From an optimization exercise on the open Yosys and OpenROAD flow, aimed at small area; shortcuts taken in it are not production practice.
At most, simulation tests tie the RTL to the original design; equivalence was not proved.
Power is estimated from default activity; no workload was simulated.

==> inputs of maple <==
## trig_seq_ctrl
module trig_seq_ctrl #(
    parameter int N_CH  = 4,
    parameter int CNT_W = 32,
    parameter int NUM_W = 16
) (
    input  logic                   clk,
    input  logic                   rst_n,
    input  logic                   trigger_in,
    input  logic                   sw_trig,
    input  logic [1:0]             cfg_edge_mode,
    input  logic [N_CH-1:0]        cfg_ch_en,
    input  logic [N_CH*CNT_W-1:0]  cfg_delay,
    input  logic [N_CH*CNT_W-1:0]  cfg_cycle,
    input  logic [N_CH*CNT_W-1:0]  cfg_width,
    input  logic [N_CH*NUM_W-1:0]  cfg_pic_num,
    input  logic                   ovr_clr,
    output logic [N_CH-1:0]        trig_to_camera,
    output logic [N_CH-1:0]        trig_to_core,
    output logic [N_CH-1:0]        busy,
    output logic [N_CH-1:0]        overrun
);
==> module trig_seq_ctrl, before the edit <==
module trig_seq_ctrl #(
    parameter int N_CH  = 4,
    parameter int CNT_W = 32,
    parameter int NUM_W = 16
) (
    input  logic                   clk,
    input  logic                   rst_n,
    input  logic                   trigger_in,
    input  logic                   sw_trig,
    input  logic [1:0]             cfg_edge_mode,
    input  logic [N_CH-1:0]        cfg_ch_en,
    input  logic [N_CH*CNT_W-1:0]  cfg_delay,
    input  logic [N_CH*CNT_W-1:0]  cfg_cycle,
    input  logic [N_CH*CNT_W-1:0]  cfg_width,
    input  logic [N_CH*NUM_W-1:0]  cfg_pic_num,
    input  logic                   ovr_clr,
    output logic [N_CH-1:0]        trig_to_camera,
    output logic [N_CH-1:0]        trig_to_core,
    output logic [N_CH-1:0]        busy,
    output logic [N_CH-1:0]        overrun
);
    localparam logic [CNT_W-1:0] CNT_ONE  = 1;
    localparam logic [CNT_W-1:0] DLY_END  = {{(CNT_W-1){1'b1}}, 1'b0};
    localparam logic [NUM_W-1:0] NUM_ONE  = 1;
    logic sync1, sync2, sync_prev, hw_evt, hw_edge, evt;
    always_ff @(posedge clk or negedge rst_n) begin
        if (!rst_n) begin
            sync1     <= 1'b0;
            sync2     <= 1'b0;
            sync_prev <= 1'b0;
            hw_evt    <= 1'b0;
        end else begin
            sync1     <= trigger_in;
            sync2     <= sync1;
            sync_prev <= sync2;
            hw_evt    <= hw_edge;
        end
    end
    always_comb begin
        hw_edge = 1'b0;
        case (cfg_edge_mode)
            2'b00:   hw_edge = sync2 & ~sync_prev;
            2'b01:   hw_edge = ~sync2 & sync_prev;
            2'b10:   hw_edge = sync2 ^ sync_prev;
            default: hw_edge = 1'b0;
        endcase
    end
    assign evt = hw_evt | sw_trig;
    for (genvar i = 0; i < N_CH; i++) begin : g_ch
        logic             busy_q, cam_q, core_q, ovr_q;
        logic             dly_q, shrt_q;
        logic [CNT_W-1:0] cnt, w_q, c_q;
        logic [NUM_W-1:0] p_q;
        logic [CNT_W-1:0] cfg_d, cfg_c, cfg_w;
        logic [NUM_W-1:0] cfg_p;
        logic             d_zero, en, go, run, eq_w, eq_c, d_end, p_last, hi_end, start;
        assign cfg_d  = cfg_delay[i*CNT_W +: CNT_W];
        assign cfg_c  = cfg_cycle[i*CNT_W +: CNT_W];
        assign cfg_w  = cfg_width[i*CNT_W +: CNT_W];
        assign cfg_p  = cfg_pic_num[i*NUM_W +: NUM_W];
        assign en     = cfg_ch_en[i];
        assign d_zero = (cfg_d == '0);
        assign eq_w   = (cnt == w_q);
        assign eq_c   = (cnt == c_q);
        assign d_end  = (cnt == DLY_END);
        assign p_last = (p_q == NUM_ONE);
        assign go     = !busy_q && evt && en && (cfg_p != '0);
        assign run    = busy_q && en;
        assign hi_end = cam_q && eq_w;
        assign start  = (go && d_zero) ||
                        (run && (dly_q ? d_end : (!cam_q && (eq_c || shrt_q))));
        always_ff @(posedge clk or negedge rst_n) begin
            if (!rst_n) begin
                busy_q <= 1'b0;
                cam_q  <= 1'b0;
                core_q <= 1'b0;
                ovr_q  <= 1'b0;
            end else begin
                busy_q <= go || (run && !(hi_end && p_last));
                cam_q  <= start || (run && cam_q && !eq_w);
                core_q <= start;
                ovr_q  <= (evt && busy_q) || (ovr_q && !ovr_clr);
            end
        end
        always_ff @(posedge clk) begin
            if (busy_q) begin
                dly_q  <= dly_q && !d_end;
                shrt_q <= cam_q && (shrt_q || eq_c);
                cnt    <= start ? CNT_ONE : cnt + CNT_ONE;
                p_q    <= p_q - {{(NUM_W-1){1'b0}}, hi_end};
            end else begin
                dly_q  <= !d_zero;
                shrt_q <= 1'b0;
                cnt    <= d_zero ? CNT_ONE : ~cfg_d;
                w_q    <= {cfg_w[CNT_W-1:1], cfg_w[0] | (cfg_w[CNT_W-1:1] == '0)};
                c_q    <= {cfg_c[CNT_W-1:1], cfg_c[0] | (cfg_c[CNT_W-1:1] == '0)};
                p_q    <= cfg_p;
            end
        end
        assign trig_to_camera[i] = cam_q;
        assign trig_to_core[i]   = core_q;
        assign busy[i]           = busy_q;
        assign overrun[i]        = ovr_q;
    end
endmodule
clock: 12.0 ns
lec_check: 0
cap_margin: 20
core_margin: 2
core_utilization: 40
slew_margin: 20
run.sh (not shown) runs the stock make flow with config.mk's settings and CLKGATE_MAP_FILE= SYNTH_SCRIPT=/design/flow/synth_recipe.tcl, a recipe that flattens the netlist after the stock synthesis.
==> xenon (differences from maple) <==
==> flow/design.v (replaced) <==
`timescale 1ns/1ps
module trig_seq_ctrl #(
    parameter int N_CH  = 4,
    parameter int CNT_W = 32,
    parameter int NUM_W = 16
) (
    input  logic                   clk,
    input  logic                   rst_n,
    input  logic                   trigger_in,
    input  logic                   sw_trig,
    input  logic [1:0]             cfg_edge_mode,
    input  logic [N_CH-1:0]        cfg_ch_en,
    input  logic [N_CH*CNT_W-1:0]  cfg_delay,
    input  logic [N_CH*CNT_W-1:0]  cfg_cycle,
    input  logic [N_CH*CNT_W-1:0]  cfg_width,
    input  logic [N_CH*NUM_W-1:0]  cfg_pic_num,
    input  logic                   ovr_clr,
    output logic [N_CH-1:0]        trig_to_camera,
    output logic [N_CH-1:0]        trig_to_core,
    output logic [N_CH-1:0]        busy,
    output logic [N_CH-1:0]        overrun
);
    typedef enum logic [1:0] {IDLE, DELAY, HIGH, LOW} state_t;
    localparam logic [CNT_W-1:0] CNT_ONE  = 1;
    localparam logic [CNT_W:0]   WIDE_ONE = 1;
    localparam logic [NUM_W-1:0] NUM_ONE  = 1;
    logic sync1, sync2, sync_prev, hw_evt, hw_edge, evt;
    always_ff @(posedge clk or negedge rst_n) begin
        if (!rst_n) begin
            sync1     <= 1'b0;
            sync2     <= 1'b0;
            sync_prev <= 1'b0;
            hw_evt    <= 1'b0;
        end else begin
            sync1     <= trigger_in;
            sync2     <= sync1;
            sync_prev <= sync2;
            hw_evt    <= hw_edge;
        end
    end
    always_comb begin
        hw_edge = 1'b0;
        case (cfg_edge_mode)
            2'b00:   hw_edge = sync2 & ~sync_prev;
            2'b01:   hw_edge = ~sync2 & sync_prev;
            2'b10:   hw_edge = sync2 ^ sync_prev;
            default: hw_edge = 1'b0;
        endcase
    end
    assign evt = hw_evt | sw_trig;
    for (genvar i = 0; i < N_CH; i++) begin : g_ch
        state_t           state, next_state;
        logic [CNT_W-1:0] cnt, cnt_next;
        logic [NUM_W-1:0] pulse, pulse_next;
        logic [CNT_W-1:0] d_last_sh, w_last_sh, l_last_sh;
        logic [NUM_W-1:0] p_last_sh;
        logic             cam_q, core_q, busy_q, ovr_q, load;
        logic [CNT_W-1:0] cfg_d, cfg_c, cfg_w, w_eff, c_eff, l_len;
        logic [CNT_W-1:0] d_last, w_last, l_last;
        logic [NUM_W-1:0] cfg_p, p_last;
        logic [CNT_W:0]   w_inc, c_wide;
        always_comb begin
            cfg_d  = cfg_delay[i*CNT_W +: CNT_W];
            cfg_c  = cfg_cycle[i*CNT_W +: CNT_W];
            cfg_w  = cfg_width[i*CNT_W +: CNT_W];
            cfg_p  = cfg_pic_num[i*NUM_W +: NUM_W];
            w_eff  = (cfg_w == '0) ? CNT_ONE : cfg_w;
            w_inc  = {1'b0, w_eff} + WIDE_ONE;
            c_wide = ({1'b0, cfg_c} > w_inc) ? {1'b0, cfg_c} : w_inc;
            c_eff  = c_wide[CNT_W] ? '1 : c_wide[CNT_W-1:0];
            l_len  = c_eff - w_eff;
            l_last = (l_len == '0) ? '0 : l_len - CNT_ONE;
            w_last = w_eff - CNT_ONE;
            d_last = cfg_d - CNT_ONE;
            p_last = cfg_p - NUM_ONE;
        end
        always_comb begin
            next_state = state;
            cnt_next   = cnt;
            pulse_next = pulse;
            load       = 1'b0;
            case (state)
                IDLE: begin
                    if (evt && cfg_ch_en[i] && cfg_p != '0) begin
                        load       = 1'b1;
                        cnt_next   = '0;
                        pulse_next = '0;
                        next_state = (cfg_d != '0) ? DELAY : HIGH;
                    end
                end
                DELAY: begin
                    if (cnt == d_last_sh) begin
                        cnt_next   = '0;
                        next_state = HIGH;
                    end else begin
                        cnt_next = cnt + CNT_ONE;
                    end
                end
                HIGH: begin
                    if (cnt == w_last_sh) begin
                        cnt_next = '0;
                        if (pulse == p_last_sh) begin
                            next_state = IDLE;
                        end else begin
                            pulse_next = pulse + NUM_ONE;
                            next_state = LOW;
                        end
                    end else begin
                        cnt_next = cnt + CNT_ONE;
                    end
                end
                LOW: begin
                    if (cnt == l_last_sh) begin
                        cnt_next   = '0;
                        next_state = HIGH;
                    end else begin
                        cnt_next = cnt + CNT_ONE;
                    end
                end
                default: next_state = IDLE;
            endcase
            if (state != IDLE && !cfg_ch_en[i]) begin
                next_state = IDLE;
                cnt_next   = '0;
            end
        end
        always_ff @(posedge clk or negedge rst_n) begin
            if (!rst_n) begin
                state     <= IDLE;
                cnt       <= '0;
                pulse     <= '0;
                d_last_sh <= '0;
                w_last_sh <= '0;
                l_last_sh <= '0;
                p_last_sh <= '0;
                cam_q     <= 1'b0;
                core_q    <= 1'b0;
                busy_q    <= 1'b0;
                ovr_q     <= 1'b0;
            end else begin
                state  <= next_state;
                cnt    <= cnt_next;
                pulse  <= pulse_next;
                cam_q  <= (next_state == HIGH);
                core_q <= (next_state == HIGH) && (state != HIGH);
                busy_q <= (next_state != IDLE);
                ovr_q  <= (evt && state != IDLE) | (ovr_q & ~ovr_clr);
                if (load) begin
                    d_last_sh <= d_last;
                    w_last_sh <= w_last;
                    l_last_sh <= l_last;
                    p_last_sh <= p_last;
                end
            end
        end
        assign trig_to_camera[i] = cam_q;
        assign trig_to_core[i]   = core_q;
        assign busy[i]           = busy_q;
        assign overrun[i]        = ovr_q;
    end
endmodule
==> indigo (differences from maple) <==
--- a/flow/design.v
+++ b/flow/design.v
@@ -22,5 +22,4 @@
 );
     localparam logic [CNT_W-1:0] CNT_ONE  = 1;
-    localparam logic [CNT_W-1:0] DLY_END  = {{(CNT_W-1){1'b1}}, 1'b0};
     localparam logic [NUM_W-1:0] NUM_ONE  = 1;
     logic sync1, sync2, sync_prev, hw_evt, hw_edge, evt;
@@ -62,7 +61,7 @@
         assign en     = cfg_ch_en[i];
         assign d_zero = (cfg_d == '0);
-        assign eq_w   = (cnt == w_q);
-        assign eq_c   = (cnt == c_q);
-        assign d_end  = (cnt == DLY_END);
+        assign eq_w   = (cnt[CNT_W-1:1] == w_q[CNT_W-1:1]) && (cnt[0] || !w_q[0]);
+        assign eq_c   = (cnt[CNT_W-1:1] == c_q[CNT_W-1:1]) && (cnt[0] || !c_q[0]);
+        assign d_end  = &cnt[CNT_W-1:1];
         assign p_last = (p_q == NUM_ONE);
         assign go     = !busy_q && evt && en && (cfg_p != '0);
@@ -94,6 +93,6 @@
                 shrt_q <= 1'b0;
                 cnt    <= d_zero ? CNT_ONE : ~cfg_d;
-                w_q    <= {cfg_w[CNT_W-1:1], cfg_w[0] | (cfg_w[CNT_W-1:1] == '0)};
-                c_q    <= {cfg_c[CNT_W-1:1], cfg_c[0] | (cfg_c[CNT_W-1:1] == '0)};
+                w_q    <= cfg_w;
+                c_q    <= cfg_c;
                 p_q    <= cfg_p;
             end
==> flow/flow/run.sh (new file) <==
#!/bin/bash
# Standard ORFS layout (standard synthesis unchanged) with two changes:
#  - port buffers are the smallest buffer, buf_1, instead of the resizer's default pick;
#  - CTS does not add dummy loads and uses smaller clock buffers.
set -euo pipefail
export BUFFER_PORTS_ARGS="-buffer_cell sky130_fd_sc_hd__buf_1"
export CTS_ARGS="-sink_clustering_enable -repair_clock_nets -dont_use_dummy_load -buf_list {sky130_fd_sc_hd__clkbuf_4 sky130_fd_sc_hd__clkbuf_8}"
bash standard.sh finish > make_finish.log 2>&1
==> flow/standard.sh (new file) <==
#!/bin/bash
# synth_recipe.tcl (not shown) runs the flow's synth.tcl, then flattens the netlist and writes it again
# the make line also repeats each setting of config.mk as NAME=value (left out here)
make -C /OpenROAD-flow-scripts/flow DESIGN_CONFIG=/design/flow/config.mk WORK_HOME=/design/flow/orfs CLKGATE_MAP_FILE= SYNTH_SCRIPT=/design/flow/synth_recipe.tcl "${@:-finish}"
removed: flow/run.sh
==> tundra (differences from maple) <==
--- a/flow/design.v
+++ b/flow/design.v
@@ -22,5 +22,4 @@
 );
     localparam logic [CNT_W-1:0] CNT_ONE  = 1;
-    localparam logic [CNT_W-1:0] DLY_END  = {{(CNT_W-1){1'b1}}, 1'b0};
     localparam logic [NUM_W-1:0] NUM_ONE  = 1;
     logic sync1, sync2, sync_prev, hw_evt, hw_edge, evt;
@@ -56,4 +55,22 @@
         logic [NUM_W-1:0] cfg_p;
         logic             d_zero, en, go, run, eq_w, eq_c, d_end, p_last, hi_end, start;
+        logic [CNT_W-1:0] cnt_inc;
+        logic [NUM_W-1:0] p_dec;
+        always_comb begin
+            logic c;
+            c = 1'b1;
+            for (int k = 0; k < CNT_W; k++) begin
+                cnt_inc[k] = cnt[k] ^ c;
+                c          = c & cnt[k];
+            end
+        end
+        always_comb begin
+            logic b;
+            b = hi_end;
+            for (int k = 0; k < NUM_W; k++) begin
+                p_dec[k] = p_q[k] ^ b;
+                b        = b & ~p_q[k];
+            end
+        end
         assign cfg_d  = cfg_delay[i*CNT_W +: CNT_W];
         assign cfg_c  = cfg_cycle[i*CNT_W +: CNT_W];
@@ -62,7 +79,7 @@
         assign en     = cfg_ch_en[i];
         assign d_zero = (cfg_d == '0);
-        assign eq_w   = (cnt == w_q);
-        assign eq_c   = (cnt == c_q);
-        assign d_end  = (cnt == DLY_END);
+        assign eq_w   = (cnt[CNT_W-1:1] == w_q[CNT_W-1:1]) && (cnt[0] || !w_q[0]);
+        assign eq_c   = (cnt[CNT_W-1:1] == c_q[CNT_W-1:1]) && (cnt[0] || !c_q[0]);
+        assign d_end  = &cnt[CNT_W-1:1];
         assign p_last = (p_q == NUM_ONE);
         assign go     = !busy_q && evt && en && (cfg_p != '0);
@@ -88,12 +105,12 @@
                 dly_q  <= dly_q && !d_end;
                 shrt_q <= cam_q && (shrt_q || eq_c);
-                cnt    <= start ? CNT_ONE : cnt + CNT_ONE;
-                p_q    <= p_q - {{(NUM_W-1){1'b0}}, hi_end};
+                cnt    <= start ? CNT_ONE : cnt_inc;
+                p_q    <= p_dec;
             end else begin
                 dly_q  <= !d_zero;
                 shrt_q <= 1'b0;
                 cnt    <= d_zero ? CNT_ONE : ~cfg_d;
-                w_q    <= {cfg_w[CNT_W-1:1], cfg_w[0] | (cfg_w[CNT_W-1:1] == '0)};
-                c_q    <= {cfg_c[CNT_W-1:1], cfg_c[0] | (cfg_c[CNT_W-1:1] == '0)};
+                w_q    <= cfg_w;
+                c_q    <= cfg_c;
                 p_q    <= cfg_p;
             end
==> flow/flow/run.sh (new file) <==
#!/bin/bash
# Standard ORFS layout (standard synthesis unchanged) with two changes:
#  - port buffers are the smallest buffer, buf_1, instead of the resizer's default pick;
#  - CTS adds no dummy loads and clusters more sinks per (smaller) clock buffer.
set -euo pipefail
export BUFFER_PORTS_ARGS="-buffer_cell sky130_fd_sc_hd__buf_1"
export CTS_ARGS="-sink_clustering_enable -repair_clock_nets -dont_use_dummy_load -buf_list {sky130_fd_sc_hd__clkbuf_8} -sink_clustering_size 16 -sink_clustering_max_diameter 150"
bash standard.sh finish > make_finish.log 2>&1
==> flow/standard.sh (new file) <==
#!/bin/bash
# synth_recipe.tcl (not shown) runs the flow's synth.tcl, then flattens the netlist and writes it again
# the make line also repeats each setting of config.mk as NAME=value (left out here)
make -C /OpenROAD-flow-scripts/flow DESIGN_CONFIG=/design/flow/config.mk WORK_HOME=/design/flow/orfs CLKGATE_MAP_FILE= SYNTH_SCRIPT=/design/flow/synth_recipe.tcl "${@:-finish}"
--- a/flow/config.mk
+++ b/flow/config.mk
@@ -8,4 +8,5 @@
 export CAP_MARGIN = 20
 export CORE_MARGIN = 2
-export CORE_UTILIZATION = 40
+export CORE_UTILIZATION = 60
+export PLACE_DENSITY = 0.7
 export SLEW_MARGIN = 20
removed: flow/run.sh
==> results by group <==
Outcome
  • Run status: no timing/DRC/antenna violations

Power and ir drop
  • Top power group: combinational cells
  • P_int: 6.52 mW

Logic synthesis
  • Main combinational cell family by area after synthesis: simple AND/OR/NAND/NOR gates
  • Top area cells in the synthesized netlist: sky130_fd_sc_hd__dfrtp_1 (30%), sky130_fd_sc_hd__xnor2_1 (13%), sky130_fd_sc_hd__ha_1 (6.4%), sky130_fd_sc_hd__nand2_1 (5.9%), sky130_fd_sc_hd__o21ai_0 (5.3%)

Critical path
  • Worst-path cell with the longest stage delay: sky130_fd_sc_hd__or4_1

Placed design
  • Half-perimeter wire length of the detailed placement result: 152 mm

Cells and area
  • Final instance area: 65,100 um2
  • Num sequential: 668

Global routing
  • Number of global-route vias before repair: 49,200
# the run above: xenon

==> results by group <==
Cells and area
  • Seq. cell area: 12,200 um2
  • Share of layout cells above drive strength 1: 0.0622
  • Largest regs: g_ch.c_q x128, g_ch.cnt x128, g_ch.w_q x128
  • Final instance area: 29,400 um2
  • Num sequential: 476

Critical path
  • Worst-path cell with the longest stage delay: sky130_fd_sc_hd__clkdlybuf4s50_1

Floorplanning
  • Height of the die: 240 um

Outcome
  • Run status: no timing/DRC/antenna violations

Power and ir drop
  • P_int: 3.49 mW
  • Top power group: sequential cells

Logic synthesis
  • Main combinational cell family by area after synthesis: XOR/XNOR gates
  • Top area cells in the synthesized netlist: sky130_fd_sc_hd__edfxtp_1 (34%), sky130_fd_sc_hd__dfxtp_1 (18%), sky130_fd_sc_hd__xor2_1 (12%), sky130_fd_sc_hd__xnor2_1 (5.1%), sky130_fd_sc_hd__nor4_1 (5.0%)

Global routing
  • Number of global-route vias before repair: 17,500

CTS
  • Buffer depth of the longest clock path: 3
# the run above: maple

==> results by group <==
Outcome
  • Run status: no timing/DRC/antenna violations

CTS
  • CTS clk-pin slew, worst paths: 0.10 ns

Floorplanning
  • Area of the die: 36,700 um2

Placed design
  • Cell total after placement: 2,588
  • Half-perimeter wire length of the detailed placement result: 42.9 mm

Global routing
  • GR met3 Demand/Resource: 0.0553
  • Number of global-route vias before repair: 14,800

Logic synthesis
  • Top area cells in the synthesized netlist: sky130_fd_sc_hd__edfxtp_1 (36%), sky130_fd_sc_hd__dfxtp_1 (19%), sky130_fd_sc_hd__ha_1 (11%), sky130_fd_sc_hd__xor2_1 (9.1%), sky130_fd_sc_hd__nor4_1 (3.7%)
  • Main combinational cell family by area after synthesis: adder cells

Critical path
  • Worst-path cell with the longest stage delay: sky130_fd_sc_hd__dfxtp_1
  • Longest individual stage delay on the worst path: 0.38 ns

Cells and area
  • Final instance area: 23,600 um2
  • Num sequential: 476
# the run above: tundra

==> results by group <==
Outcome
  • Run status: no timing/DRC/antenna violations

Logic synthesis
  • Top area cells in the synthesized netlist: sky130_fd_sc_hd__edfxtp_1 (36%), sky130_fd_sc_hd__dfxtp_1 (19%), sky130_fd_sc_hd__xnor2_1 (8.8%), sky130_fd_sc_hd__xor2_1 (8.2%), sky130_fd_sc_hd__o22ai_1 (3.7%)
  • Main combinational cell family by area after synthesis: XOR/XNOR gates

Cells and area
  • Num sequential: 476
  • Final instance area: 24,700 um2

CTS
  • # Post-CTS Setup Buffers: 0

Placed design
  • IO buf count: 474

Floorplanning
  • Number of top-level pins: 475

Global routing
  • Number of global-route vias before repair: 16,300

Power and ir drop
  • Top power group: sequential cells
# the run above: indigo

No functional check of the RTL was part of xenon.

separate check: timing with driven ports:
In the flow no input, the clock included, has a driving cell. The finished layouts below were timed again as built, in two steps.
Step 1 (the two cells are an assumption about what drives the block):
set clk [get_ports {clk}]
set_driving_cell -lib_cell sky130_fd_sc_hd__clkbuf_16 $clk
set_driving_cell -lib_cell sky130_fd_sc_hd__buf_2 [delete_from_list [all_inputs] $clk]
Step 2, shift: input delay + t, output delay - t, t = (earliest + latest rising clock arrival at the registers) / 2. This alone moves slack from input paths to output paths.
a / b / c = no drivers / after step 1 / after step 2; a / b = the first two.
run | t, ns | setup WS [ns] | worst setup path after step 2 | latest minus earliest clock arrival (ns) | worst data-port slew with drivers (ns)
maple | 0.643 | 7.752 / 7.693 / 7.208 | input to register | 0.039 / 0.039 | 0.11
xenon | 0.769 | 0.660 / 0.699 / -0.070 | input to register | 0.038 / 0.038 | 0.21
indigo | 0.669 | 8.066 / 8.066 / 7.484 | input to register | 0.063 / 0.063 | 0.08
tundra | 0.613 | 5.691 / 5.691 / 5.691 | register to register | 0.071 / 0.071 | 0.12
With both steps, setup timing fails in xenon, where it was met with ideal ports. The setup slack of xenon, which loses most, moves by +0.039 ns with the drivers and by -0.730 ns with both steps.
